Context: an optimization exercise on an open-source flow, tuned for small area, a short achievable clock period and few clock cycles per item. The choices shown serve that exercise and are no tape-out recipe.
At most, simulation tests tie the RTL to the original design; equivalence was not proved.
No functional check of the RTL was part of run 1.

### design/flow/config.mk
export PLATFORM = sky130hd
export DESIGN_NAME = cordic_pipe
export DESIGN_NICKNAME = cordic_pipe
export VERILOG_FILES = /design/flow/design.v
export SDC_FILE = /design/flow/constraint.sdc
export NUM_CORES = 4
export LEC_CHECK = 0
export CAP_MARGIN = 20
export CORE_MARGIN = 2
export CORE_UTILIZATION = 40
export SETUP_SLACK_MARGIN = 1.2
export SLEW_MARGIN = 20
### design/flow/constraint.sdc
create_clock -name core_clock -period 4.4 [get_ports {clk}]
set_input_delay 0.8800 -clock core_clock [delete_from_list [all_inputs] [get_ports {clk}]]
set_output_delay 0.8800 -clock core_clock [all_outputs]
set_load 0.01 [all_outputs]
### design/flow/design.v
module cordic_pipe #(
  parameter int W         = 16,
  parameter int AW        = 16,
  parameter int ITER      = 12,
  parameter int GAIN_COMP = 1,
  parameter int IN_REG    = 0,    
  parameter int IPS       = 1,    
  parameter int GSPLIT    = 1,    
  parameter int SKID      = 2     
) (
  input  logic          clk,
  input  logic          rst,
  input  logic          in_valid,
  output logic          in_ready,
  input  logic          in_mode,
  input  logic [W-1:0]  in_x,
  input  logic [W-1:0]  in_y,
  input  logic [AW-1:0] in_z,
  output logic          out_valid,
  input  logic          out_ready,
  output logic          out_mode,
  output logic [W-1:0]  out_x,
  output logic [W-1:0]  out_y,
  output logic [AW-1:0] out_z
);
  localparam int XW = W + 2;
  localparam int BW = XW - 5;   
  localparam int NS = ITER / IPS;
  localparam logic signed [AW-1:0] Z90  = AW'(9000);
  localparam logic signed [AW-1:0] Z180 = AW'(18000);
  function automatic logic [AW-1:0] atan_cdeg(input int i);
    case (i)
      0:  atan_cdeg = 4500;
      1:  atan_cdeg = 2657;
      2:  atan_cdeg = 1404;
      3:  atan_cdeg = 713;
      4:  atan_cdeg = 358;
      5:  atan_cdeg = 179;
      6:  atan_cdeg = 90;
      7:  atan_cdeg = 45;
      8:  atan_cdeg = 22;
      9:  atan_cdeg = 11;
      10: atan_cdeg = 6;
      11: atan_cdeg = 3;
      12: atan_cdeg = 1;
      13: atan_cdeg = 1;
      default: atan_cdeg = 0;
    endcase
  endfunction
  function automatic logic [XW-1:0] addsub(input logic [XW-1:0] a, input logic [XW-1:0] b,
                                           input logic sub);
    logic [XW:0] s;
    s = {a, 1'b1} + {b ^ {XW{sub}}, sub};
    addsub = s[XW:1];
  endfunction
  localparam int NV = IN_REG + 1 + NS + (GSPLIT == 1 ? 2 : 1);   
  logic          en;              
  logic          o_v, s_v, rdy;   
  logic [NV-1:0] vld;
  assign out_valid = o_v;
  always_ff @(posedge clk or posedge rst) begin
    if (rst) vld <= '0;
    else if (en) vld <= {vld[NV-2:0], in_valid};
  end
  logic signed [AW-1:0] zi;
  logic                 r_hi, r_lo, vfold, n_fold, n_kp, n_kn, n_d0;
  assign zi     = in_z;
  assign r_hi   = zi > Z90;             
  assign r_lo   = zi < -Z90;            
  assign vfold  = in_x[W-1];            
  assign n_fold = in_mode ? vfold : (r_hi || r_lo);
  assign n_kp   = in_mode ? (vfold && !in_y[W-1]) : r_lo;
  assign n_kn   = in_mode ? (vfold && in_y[W-1]) : r_hi;
  assign n_d0   = in_mode ? (vfold ? ($signed(in_y) > 0) : in_y[W-1])
                          : (r_hi ? (zi >= Z180) : r_lo ? (zi >= -Z180) : !zi[AW-1]);
  logic          i_mode, i_fold, i_kp, i_kn, i_d0;
  logic [W-1:0]  i_x, i_y;
  logic [AW-1:0] i_zm;
  if (IN_REG != 0) begin : g_inreg
    always_ff @(posedge clk) begin
      if (en) begin
        i_mode <= in_mode;
        i_x    <= in_x;
        i_y    <= in_y;
        i_zm   <= in_mode ? '0 : in_z;
        i_fold <= n_fold;
        i_kp   <= n_kp;
        i_kn   <= n_kn;
        i_d0   <= n_d0;
      end
    end
  end else begin : g_noinreg
    assign i_mode = in_mode;
    assign i_x    = in_x;
    assign i_y    = in_y;
    assign i_zm   = in_mode ? '0 : in_z;
    assign i_fold = n_fold;
    assign i_kp   = n_kp;
    assign i_kn   = n_kn;
    assign i_d0   = n_d0;
  end
  logic signed [XW-1:0] ext_x, ext_y, px_n, py_n;
  logic signed [AW-1:0] pz_n;
  assign ext_x = {{2{i_x[W-1]}}, i_x};
  assign ext_y = {{2{i_y[W-1]}}, i_y};
  assign px_n  = i_fold ? -ext_x : ext_x;
  assign py_n  = i_fold ? -ext_y : ext_y;
  if (IN_REG != 0) begin : g_pz_sel
    assign pz_n = i_zm + (i_kp ? Z180 : i_kn ? -Z180 : AW'(0));
  end else begin : g_pz_mux
    logic signed [AW-1:0] zp, zn;
    assign zp   = i_zm + Z180;
    assign zn   = i_zm - Z180;
    assign pz_n = i_kp ? zp : i_kn ? zn : i_zm;
  end
  logic [NS:0]           s_mode, s_dx, s_dy;
  logic [NS:0][XW-1:0]   s_x, s_y;
  logic [NS:0][AW-1:0]   s_z;
  always_ff @(posedge clk) begin
    if (en) begin
      s_mode[0] <= i_mode;
      s_x[0]    <= px_n;
      s_y[0]    <= py_n;
      s_z[0]    <= pz_n;
      s_dx[0]   <= i_d0;
      s_dy[0]   <= !i_d0;
    end
  end
  localparam int NC = NS * (IPS + 1);
  logic [NC-1:0][XW-1:0] cx, cy;
  logic [NC-1:0][AW-1:0] cz;
  logic [NC-1:0]         cdx, cdy;
  for (genvar k = 0; k < NS; k++) begin : g_stage
    localparam int B = k * (IPS + 1);
    assign cx[B+0]  = s_x[k];
    assign cy[B+0]  = s_y[k];
    assign cz[B+0]  = s_z[k];
    assign cdx[B+0] = s_dx[k];
    assign cdy[B+0] = s_dy[k];
    for (genvar j = 0; j < IPS; j++) begin : g_rot
      localparam int I = k * IPS + j;
      localparam logic [AW-1:0] ANG = atan_cdeg(I);
      logic signed [XW-1:0] xs, ys;
      assign xs        = $signed(cx[B+j]) >>> I;
      assign ys        = $signed(cy[B+j]) >>> I;
      assign cx[B+j+1]   = addsub(cx[B+j], ys, cdx[B+j]);
      assign cy[B+j+1]   = addsub(cy[B+j], xs, cdy[B+j]);
      assign cz[B+j+1]   = cz[B+j] + (cdx[B+j] ? -ANG : ANG);
      assign cdx[B+j+1]  = s_mode[k] ? cy[B+j+1][XW-1] : !cz[B+j+1][AW-1];
      assign cdy[B+j+1]  = s_mode[k] ? !cy[B+j+1][XW-1] : cz[B+j+1][AW-1];
    end
    always_ff @(posedge clk) begin
      if (en) begin
        s_mode[k+1] <= s_mode[k];
        s_x[k+1]    <= cx[B+IPS];
        s_y[k+1]    <= cy[B+IPS];
        s_z[k+1]    <= cz[B+IPS];
        s_dx[k+1]   <= cdx[B+IPS];
        s_dy[k+1]   <= cdy[B+IPS];
      end
    end
  end
  logic signed [XW-1:0] l_x, l_y, g_x, g_y;
  logic          g_mode;
  logic [AW-1:0] g_z;
  assign l_x = s_x[NS];
  assign l_y = s_y[NS];
  if (GSPLIT == 1) begin : g_gain2
    logic signed [XW-1:0] ga_x, ga_y;
    logic signed [BW-1:0] gb_x, gb_y;
    logic          ga_mode;
    logic [AW-1:0] ga_z;
    always_ff @(posedge clk) begin
      if (en) begin
        ga_mode <= s_mode[NS];
        ga_z    <= s_z[NS];
        ga_x    <= (l_x >>> 1) + (l_x >>> 3);
        ga_y    <= (l_y >>> 1) + (l_y >>> 3);
        gb_x    <= BW'(l_x >>> 6) + BW'(l_x >>> 9);
        gb_y    <= BW'(l_y >>> 6) + BW'(l_y >>> 9);
        g_mode  <= ga_mode;
        g_z     <= ga_z;
        g_x     <= ga_x - XW'(gb_x);
        g_y     <= ga_y - XW'(gb_y);
      end
    end
  end else if (GSPLIT == 2) begin : g_gainh
    logic signed [XW-1:0] ga_x, ga_y;
    logic signed [BW-1:0] gb_x, gb_y;
    always_ff @(posedge clk) begin
      if (en) begin
        g_mode <= s_mode[NS];
        g_z    <= s_z[NS];
        ga_x   <= (l_x >>> 1) + (l_x >>> 3);
        ga_y   <= (l_y >>> 1) + (l_y >>> 3);
        gb_x   <= BW'(l_x >>> 6) + BW'(l_x >>> 9);
        gb_y   <= BW'(l_y >>> 6) + BW'(l_y >>> 9);
      end
    end
    assign g_x = ga_x - XW'(gb_x);
    assign g_y = ga_y - XW'(gb_y);
  end else begin : g_gain1
    always_ff @(posedge clk) begin
      if (en) begin
        g_mode <= s_mode[NS];
        g_z    <= s_z[NS];
        g_x    <= (l_x >>> 1) + (l_x >>> 3) - (l_x >>> 6) - (l_x >>> 9);
        g_y    <= (l_y >>> 1) + (l_y >>> 3) - (l_y >>> 6) - (l_y >>> 9);
      end
    end
  end
  function automatic logic [W-1:0] sat(input logic signed [XW-1:0] v);
    if (v[XW-1:W-1] != {(XW-W+1){v[XW-1]}}) sat = {v[XW-1], {(W-1){!v[XW-1]}}};
    else                                    sat = v[W-1:0];
  endfunction
  logic [3*W:0] res, skid;
  assign res = GAIN_COMP != 0 ? {g_mode, sat(g_x), sat(g_y), g_z}
                              : {s_mode[NS], sat(l_x), sat(l_y), s_z[NS]};
  if (SKID == 1) begin : g_skid
    logic push, o_v_n, s_v_n;
    assign en       = !s_v;
    assign in_ready = rdy;
    assign push     = en && vld[NV-1];
    assign o_v_n    = s_v || push || (o_v && !out_ready);
    assign s_v_n    = s_v ? !out_ready : (push && o_v && !out_ready);
    always_ff @(posedge clk or posedge rst) begin
      if (rst) begin
        o_v <= 1'b0;
        s_v <= 1'b0;
        rdy <= 1'b1;
      end else begin
        o_v <= o_v_n;
        s_v <= s_v_n;
        rdy <= !s_v_n;
      end
    end
    always_ff @(posedge clk) begin
      if (!s_v) skid <= res;
      if (!o_v || out_ready) {out_mode, out_x, out_y, out_z} <= s_v ? skid : res;
    end
  end else if (SKID == 2) begin : g_noreg
    assign en       = !o_v || out_ready;
    assign in_ready = en;
    assign s_v      = 1'b0;
    assign rdy      = 1'b1;
    assign skid     = '0;
    assign o_v      = vld[NV-1];
    assign {out_mode, out_x, out_y, out_z} = res;
  end else begin : g_noskid
    assign en       = !o_v || out_ready;
    assign in_ready = en;
    assign s_v      = 1'b0;
    assign rdy      = 1'b1;
    assign skid     = '0;
    always_ff @(posedge clk or posedge rst) begin
      if (rst) o_v <= 1'b0;
      else if (en) o_v <= vld[NV-1];
    end
    always_ff @(posedge clk) begin
      if (en) {out_mode, out_x, out_y, out_z} <= res;
    end
  end
endmodule
### design/flow/run.sh
#!/bin/bash
# synth_recipe.tcl (not shown) runs the flow's synth.tcl, then flattens the netlist and writes it again
# the make line also repeats each setting of config.mk as NAME=value (left out here)
make -C /OpenROAD-flow-scripts/flow DESIGN_CONFIG=/design/flow/config.mk WORK_HOME=/design/flow/orfs CLKGATE_MAP_FILE= SYNTH_SCRIPT=/design/flow/synth_recipe.tcl finish
==> impl_metrics.py, run 1 <==
metrics = {
    "sta": {
        "min_period_ps": 3217,
        "layout_setup_ws_ps": 1183,
        "fin_crit_sh": 0.7312,
        "rsz0062_at_grt": "yes",
        "finalHoldViolCount": 0,
        "whs_ps": 416.6,
        "tightest_slew_ps": 850.8,
        "setup_viol": 0,
        "max_slew_margin": 0.4328,
        "max_freq_mhz": 310.8,
        "final.setup.tns_ps": 0,
        "drv_slew": 0,
        "fin_skew_ps": 29.14,
    },
    "setup_path": {
        "cp-end-kind": "flip-flop",
        "crit_start": "cdy[20]",
        "critPathKind": "flip-flop to flip-flop",
        "r2r_cells": 10,
        "path_buf_inv": 1,
        "crit_chain": "buf_12, xor2_1, ha_1, a21o_1, a221oi_4, a221oi_2, o21ba_4, and4_4, or4_4, mux2_4",
        "cp.required_ps": 4850,
        "r2r-end": "cdy[22]",
        "worstPathArrival_ps": 3670,
        "critPathLaunchType": "flip-flop",
        "r2r_slack_ps": 1180,
        "path_max_fanout": 7,
        "cp_slowest_cell": "edfxtp_1",
        "path_delay_family": "compound AO/OA/AOI/OAI gates",
        "r2r-start": "cdy[20]",
        "crit_path_max_incr_delay_ps": 510,
        "worstSetupPathDepth": 10,
    },
    "logic_synthesis": {
        "seq_area_frac_synth": 0.4108,
        "synth_nets": 6750,
        "yosysUniqueCellTypes": 88,
        "synth.top_cells.by_area": "edfxtp_1 40%, ha_1 13%, xor2_1 7.0%",
        "syn_area_sq_um": 62400,
        "ys_seq_elements": 856,
        "async_flop_share": 0.01752,
        "synth_top_area_cell": "edfxtp_1",
        "synthTopCellsByCount": "841 x edfxtp_1, 657 x ha_1, 520 x nor2_1, 504 x a21oi_1, 498 x xor2_1",
        "synthCells": 6022,
        "synth_edf_count": 841,
        "syn_area_per_cell_sq_um": 10.36,
        "synth_ff_type": "edfxtp_1",
        "synth.most_common_cell": "edfxtp_1",
        "yosysWarningCount": 1,
        "yosys.area.top_type_share": 0.4047,
    },
    "global_route": {
        "antenna_found_initial": 0,
        "grt_max_degree": 122,
        "grt_pass1_wl_mm": 221.8,
        "grt_overflow": 0,
        "grt_use_total": 0.1687,
        "grt_pass1_vias": 43650,
    },
    "drt": {
        "ant_nets": 0,
        "drc": 0,
        "dr.pass1.iters": 5,
        "drtIter0Drc": 2299,
        "drt-vias-per-instance": 5.387,
        "wl_per_cell_um": 16.28,
        "wirelength_mm": 136.5,
        "vias": 45180,
    },
    "min_path": {
        "hold-path-endpoint": "g_z[4]",
        "hold_class": "flip-flop to flip-flop",
        "min_from": "g_gain2.ga_z[4]",
        "holdPathStages": 0,
    },
    "cts": {
        "cts.clk_slew.worst_paths_ps": 60,
        "cts_sinks": 856,
        "cts_root_buf": "clkbuf_16",
        "max-clock-path-buffers": 3,
        "cts_made_buffers": 98,
        "cts_tree": "done",
        "hold_buffers": 0,
        "htreeDepth": 3,
        "worstSkewPairLatency_ps": 710,
    },
    "finish": {
        "drive_gt1_frac": 0.07189,
        "nNetsFinal": 6988,
        "fin_cells": 8387,
        "area_delta_synth_final_pct": 13.27,
        "antenna_cells": 0,
    },
    "floorplan": {
        "fp.dieW_um": 399.0,
        "pin_count": 104,
        "coreArea_sq_um": 154400,
        "die_area_sq_um": 159200,
        "die_height_um": 399.0,
        "initial_utilization": 0.4041,
        "row_count": 144,
    },
    "placement": {
        "gp_congestion": 0.8577,
        "hpwl_mm": 104.6,
        "io_buffers": 103,
        "dp_cells": 8114,
        "place_ws_ps": 723.4,
    },
    "run_status": {
        "status": "no timing/DRC/antenna violations",
    },
    "flow_run": {
        "max_cap_viol_count": 0,
    },
}
registers in the layout (all words and copies together) (netlist names), 15 cells and up:
register      cells
g_gain2.ga_x     18
g_gain2.ga_y     18
g_gain2.ga_z     16
g_x              18
g_y              18
g_z              16
s_x             233
s_y             233
s_z             208
vld              15
timing repair:
| item | CTS | global route |
|---|---|---|
| endpoints found under the setup margin | 110 | 78 |
| resized for setup | 20 | 72 |
| setup buffers | 61 | 29 |
| pin swaps | 9 | 20 |
per-stage QoR:
step,instance area (sq um),utilization
CTS,70070,0.4538
floorplan,62510,-
detailed placement,66130,0.4283
finish,70670,0.4577
global placement,66130,0.4283
global route,70670,0.4577
worst max-delay path by stage:
stage	endpoint	slack [ps]
floorplan	cdx[0]	-9990
global placement	s_x[8]	740
detailed placement	s_x[8]	720
CTS	cdy[22]	1200
global route	cdy[20]	1120
finish	cdy[22]	1180
placed cells by master, fill, tap and decap left out, types with 56 or more instances in the layout:
| cell type | instances |
|---|---|
| xnor2_1 | 411 |
| inv_1 | 247 |
| a21o_1 | 221 |
| clkbuf_16 | 104 |
| buf_4 | 127 |
| clkdlybuf4s50_1 | 102 |
| a21oi_1 | 495 |
| and3_1 | 57 |
| nand2b_1 | 61 |
| nand2_1 | 281 |
| nor3_1 | 116 |
| nand3_1 | 90 |
| a211oi_1 | 56 |
| o21bai_1 | 70 |
| xor2_1 | 490 |
| ha_1 | 655 |
| edfxtp_1 | 841 |
| o21ai_0 | 259 |
| nor2b_1 | 99 |
| o21a_1 | 100 |
| nor2_1 | 520 |
area by class of cell:
| class | instances | area [sq um] |
|---|---|---|
| Multi-Input combinational cell | 4803 | 35870 |
| Fill cell | 14310 | 83730 |
| Sequential cell | 856 | 25630 |
| Tap cell | 2044 | 2557 |
| Clock inverter | 63 | 598.1 |
| Clock buffer | 120 | 2683 |
| Inverter | 249 | 942.2 |
| Timing Repair Buffer | 252 | 2390 |
cell families after synthesis:
kind of cell	Yosys count	synth area share
AOI/OAI and AO/OA	1693	0.1784
buffers and inverters	363	0.02208
DFF	856	0.4108
xor gates and xnor gates	911	0.1279
adders and majority gates	675	0.1375
and+or+nand+nor	1463	0.1130
muxes	61	0.01039
layer usage:
metal	global-route usage	vias to the layer above	share of wire
li1	-	23010	-
met1	0.2050	21320	0.44
met2	0.3055	610	0.50
met3	0.02388	247	0.029
met4	0.05377	0	0.032
met5	0	-	0
==> run 2, diff against run 1 <==
--- a/design/flow/design.v
+++ b/design/flow/design.v
@@ -2,11 +2,7 @@
   parameter int W         = 16,
   parameter int AW        = 16,
   parameter int ITER      = 12,
-  parameter int GAIN_COMP = 1,
-  parameter int IN_REG    = 0,    
-  parameter int IPS       = 1,    
-  parameter int GSPLIT    = 1,    
-  parameter int SKID      = 2     
+  parameter int GAIN_COMP = 1
 ) (
   input  logic          clk,
   input  logic          rst,
@@ -23,6 +19,10 @@
   output logic [W-1:0]  out_y,
   output logic [AW-1:0] out_z
 );
+  localparam int IN_REG = 0;   
+  localparam int IPS    = 1;   
+  localparam int GSPLIT = 1;   
+  localparam int SKID   = 2;   
   localparam int XW = W + 2;
   localparam int BW = XW - 5;   
   localparam int NS = ITER / IPS;
@@ -71,7 +71,7 @@
   assign n_fold = in_mode ? vfold : (r_hi || r_lo);
   assign n_kp   = in_mode ? (vfold && !in_y[W-1]) : r_lo;
   assign n_kn   = in_mode ? (vfold && in_y[W-1]) : r_hi;
-  assign n_d0   = in_mode ? (vfold ? ($signed(in_y) > 0) : in_y[W-1])
+  assign n_d0   = in_mode ? (vfold ? (!in_y[W-1] && in_y != 0) : in_y[W-1])
                           : (r_hi ? (zi >= Z180) : r_lo ? (zi >= -Z180) : !zi[AW-1]);
   logic          i_mode, i_fold, i_kp, i_kn, i_d0;
   logic [W-1:0]  i_x, i_y;
@@ -140,9 +140,11 @@
     for (genvar j = 0; j < IPS; j++) begin : g_rot
       localparam int I = k * IPS + j;
       localparam logic [AW-1:0] ANG = atan_cdeg(I);
-      logic signed [XW-1:0] xs, ys;
-      assign xs        = $signed(cx[B+j]) >>> I;
-      assign ys        = $signed(cy[B+j]) >>> I;
+      logic signed [XW-1:0] xv, yv, xs, ys;
+      assign xv        = cx[B+j];
+      assign yv        = cy[B+j];
+      assign xs        = xv >>> I;
+      assign ys        = yv >>> I;
       assign cx[B+j+1]   = addsub(cx[B+j], ys, cdx[B+j]);
       assign cy[B+j+1]   = addsub(cy[B+j], xs, cdy[B+j]);
       assign cz[B+j+1]   = cz[B+j] + (cdx[B+j] ? -ANG : ANG);
--- a/design/flow/config.mk
+++ b/design/flow/config.mk
@@ -7,6 +7,6 @@
 export LEC_CHECK = 0
 export CAP_MARGIN = 20
 export CORE_MARGIN = 2
-export CORE_UTILIZATION = 40
+export CORE_UTILIZATION = 60
 export SETUP_SLACK_MARGIN = 1.2
 export SLEW_MARGIN = 20
==> impl_metrics.py, run 2 <==
metrics = {
    "setup_path": {
        "cp.required_ps": 4830,
        "r2r_slack_ps": 1180,
        "critPathKind": "flip-flop to flip-flop",
        "critPathLaunchType": "flip-flop",
        "cp-end-kind": "flip-flop",
        "r2r-start": "cdy[16]",
        "path_max_fanout": 10,
        "r2r_cells": 12,
        "r2r-end": "cdy[18]",
        "worstPathArrival_ps": 3640,
    },
    "placement": {
        "placed_area_sq_um": 62490,
        "hpwl_mm": 94.38,
        "gp_congestion": 0.8716,
        "io_buffers": 103,
    },
    "drt": {
        "drt-vias-per-instance": 5.770,
        "m1WireLength_mm": 56.04,
        "maxUsedRoutingLayer": "met4",
        "wirelength_mm": 127.5,
        "wl_per_cell_um": 17.59,
        "vias": 41850,
        "wl_met2_mm": 64.70,
        "ant_nets": 0,
        "drc": 0,
        "wl_met3_mm": 3.543,
        "drtIter0Drc": 2242,
        "dr.pass1.iters": 6,
    },
    "sta": {
        "fin_skew_ps": 24.79,
        "drv_slew": 0,
        "rsz0062_at_grt": "yes",
        "whs_ps": 417.3,
        "fin_crit_sh": 0.7316,
        "tightest_slew_ps": 979.8,
        "final.setup.tns_ps": 0,
        "min_period_ps": 3219,
        "max_slew_margin": 0.3468,
        "max_freq_mhz": 310.6,
        "setup_viol": 0,
        "finalHoldViolCount": 0,
    },
    "min_path": {
        "hold-path-endpoint": "g_z[9]",
        "holdPathStages": 0,
        "min_from": "g_gain2.ga_z[9]",
        "hold_class": "flip-flop to flip-flop",
    },
    "logic_synthesis": {
        "yosys-mux-area-fraction": 0.009039,
        "yosysWarningCount": 1,
        "yosys.area.top_type_share": 0.4233,
        "synth_top_family_by_area": "compound AO/OA/AOI/OAI gates",
        "synthTopCellsByCount": "841 x edfxtp_1, 657 x ha_1, 495 x xnor2_1, 483 x a21oi_1, 482 x xor2_1",
        "ys_seq_elements": 856,
        "synth.top_cells.by_area": "edfxtp_1 42%, ha_1 14%, xnor2_1 7.3%",
        "synth_top_area_cell": "edfxtp_1",
        "synth_adder_area_share": 0.1438,
        "synthCells": 5565,
        "synth_ff_type": "edfxtp_1",
        "synth_compound_area_frac": 0.1518,
        "synth_nets": 6293,
        "synthXorXnorAreaFrac": 0.1434,
        "synth.most_common_cell": "edfxtp_1",
        "synth_edf_count": 841,
        "syn_area_per_cell_sq_um": 10.72,
        "syn_area_sq_um": 59660,
        "seq_area_frac_synth": 0.4296,
        "yosysUniqueCellTypes": 98,
        "async_flop_share": 0.01752,
        "synth-simple-area-share": 0.1007,
    },
    "cts": {
        "cts_made_buffers": 95,
        "max-clock-path-buffers": 3,
        "cts_tree": "done",
        "hold_buffers": 0,
        "cts_root_buf": "clkbuf_16",
        "cts_sinks": 856,
        "htreeDepth": 3,
        "cts.clk_slew.worst_paths_ps": 70,
        "worstSkewPairLatency_ps": 680,
    },
    "floorplan": {
        "die_area_sq_um": 102000,
        "coreArea_sq_um": 98420,
        "initial_utilization": 0.6062,
        "row_count": 115,
        "die_height_um": 319.3,
        "pin_count": 104,
        "fp.dieW_um": 319.3,
    },
    "finish": {
        "seq_area_sq_um": 25630,
        "area_delta_synth_final_pct": 14.47,
        "multiInputGateArea_sq_um": 34010,
        "top_regs": "s_x (233), s_y (233), s_z (208)",
        "final_cell_mix": "841 x edfxtp_1, 644 x ha_1, 483 x xnor2_1, 473 x xor2_1, 433 x nor2_1",
        "nNetsFinal": 6608,
        "design_area_sq_um": 68300,
        "fill_cells": 7458,
        "final_common_cell": "edfxtp_1",
        "drive_gt1_frac": 0.1074,
        "finalCoreUtilization": 0.6939,
    },
    "global_route": {
        "grt_pass1_vias": 40170,
        "grt_max_degree": 172,
        "grt_overflow": 0,
        "grt_pass1_wl_mm": 203.7,
        "grt_use_total": 0.2437,
        "antenna_found_initial": 3,
    },
    "run_status": {
        "status": "no timing/DRC/antenna violations",
    },
    "flow_run": {
        "max_cap_viol_count": 0,
    },
}
-- run 2: critical path, cell delays in order, from the launching register on --
cell	delay, ps
edfxtp_1	430
buf_12	170
xor2_1	160
ha_1	330
a21o_1	210
or3b_1	380
a41oi_2	230
o21ai_2	140
nand3_1	110
a21oi_1	70
a211o_1	280
xnor2_1	160
mux2_2	280
-- run 2: final cells by class --
type                    instances  share of cell area
diodes                          4           0.0001466
clock buffers                 110             0.03594
clock inverters                68             0.01094
inverters                     251             0.01403
multi-input cells            4374              0.4980
flip-flops and latches        856              0.3753
well taps                    1287             0.02358
repair buffers                302             0.04212
-- run 2: worst max path at each step --
stage | from | to | slack [ps] | depth (start not counted)
finish | cdy[16] | cdy[18] | 1180 | 12
detailed placement | cdy[2] | cdy[4] | 680 | 11
CTS | cdx[8] | cdy[10] | 1170 | 11
global route | cdx[16] | cdy[18] | 1040 | 13
global placement | in_z[5] | s_y[17] | 720 | 9
floorplan | out_ready | cdx[0] | -10020 | 4
-- run 2: logic make-up after synthesis --
kind of cell / count (synthesis)
AOI/OAI and AO/OA: 1398
adders and majority gates: 675
DFF: 856
muxes: 50
and+or+nand+nor: 1274
buffers and inverters: 335
xor gates and xnor gates: 977
-- run 2: routing by layer --
layer  up-vias  GRT usage
met4         0    0.06373
met3       199    0.02813
met2       618     0.4369
met5         -          0
met1     19860     0.3121
li1      21170          -
-- run 2: repair_timing --
item / 4_1_cts / 5_1_grt
endpoints found under the hold margin: 0 / 0
setup endpoints to repair: 132 / 137
gates cloned: 1 / 2
gates resized for setup: 77 / 207
setup buffers: 73 / 73
pin swaps: 29 / 110
-- run 2: stage by stage --
step,setup WS (ps),std cells
finish,1181,7252
global route,1040,7252
CTS,1171,7173
detailed placement,679.4,6921
global placement,718.2,6921
floorplan,-10020,5565
Testbench counts of run 2, summed over its fixed seeds: cycles 8,120, items 8,000.

[separate check: timing with driven ports]
No port has a modelled driver above. Below, the same layouts with a new extraction and two added sets of constraints. Step 1 assumes that a clkbuf_16 drives the clock port and a buf_2 every other input. Step 2, shift: input delay + t, output delay - t, t = (earliest + latest rising clock arrival at the registers) / 2. This alone moves slack from input paths to output paths. Three values: ideal ports, drivers, drivers and shift; two values: the first two.
run | t (ns) | slack for setup (ns) | pins driven straight from the clock port
run 1 | 0.773 | 1.183 / 1.183 / 0.716 | 1
run 2 | 0.736 | 1.181 / 1.181 / 0.743 | 1
After both steps every run listed still meets setup and hold. The setup slack of run 1, which loses most, moves by 0.000 ns with the drivers and by -0.467 ns with both steps.
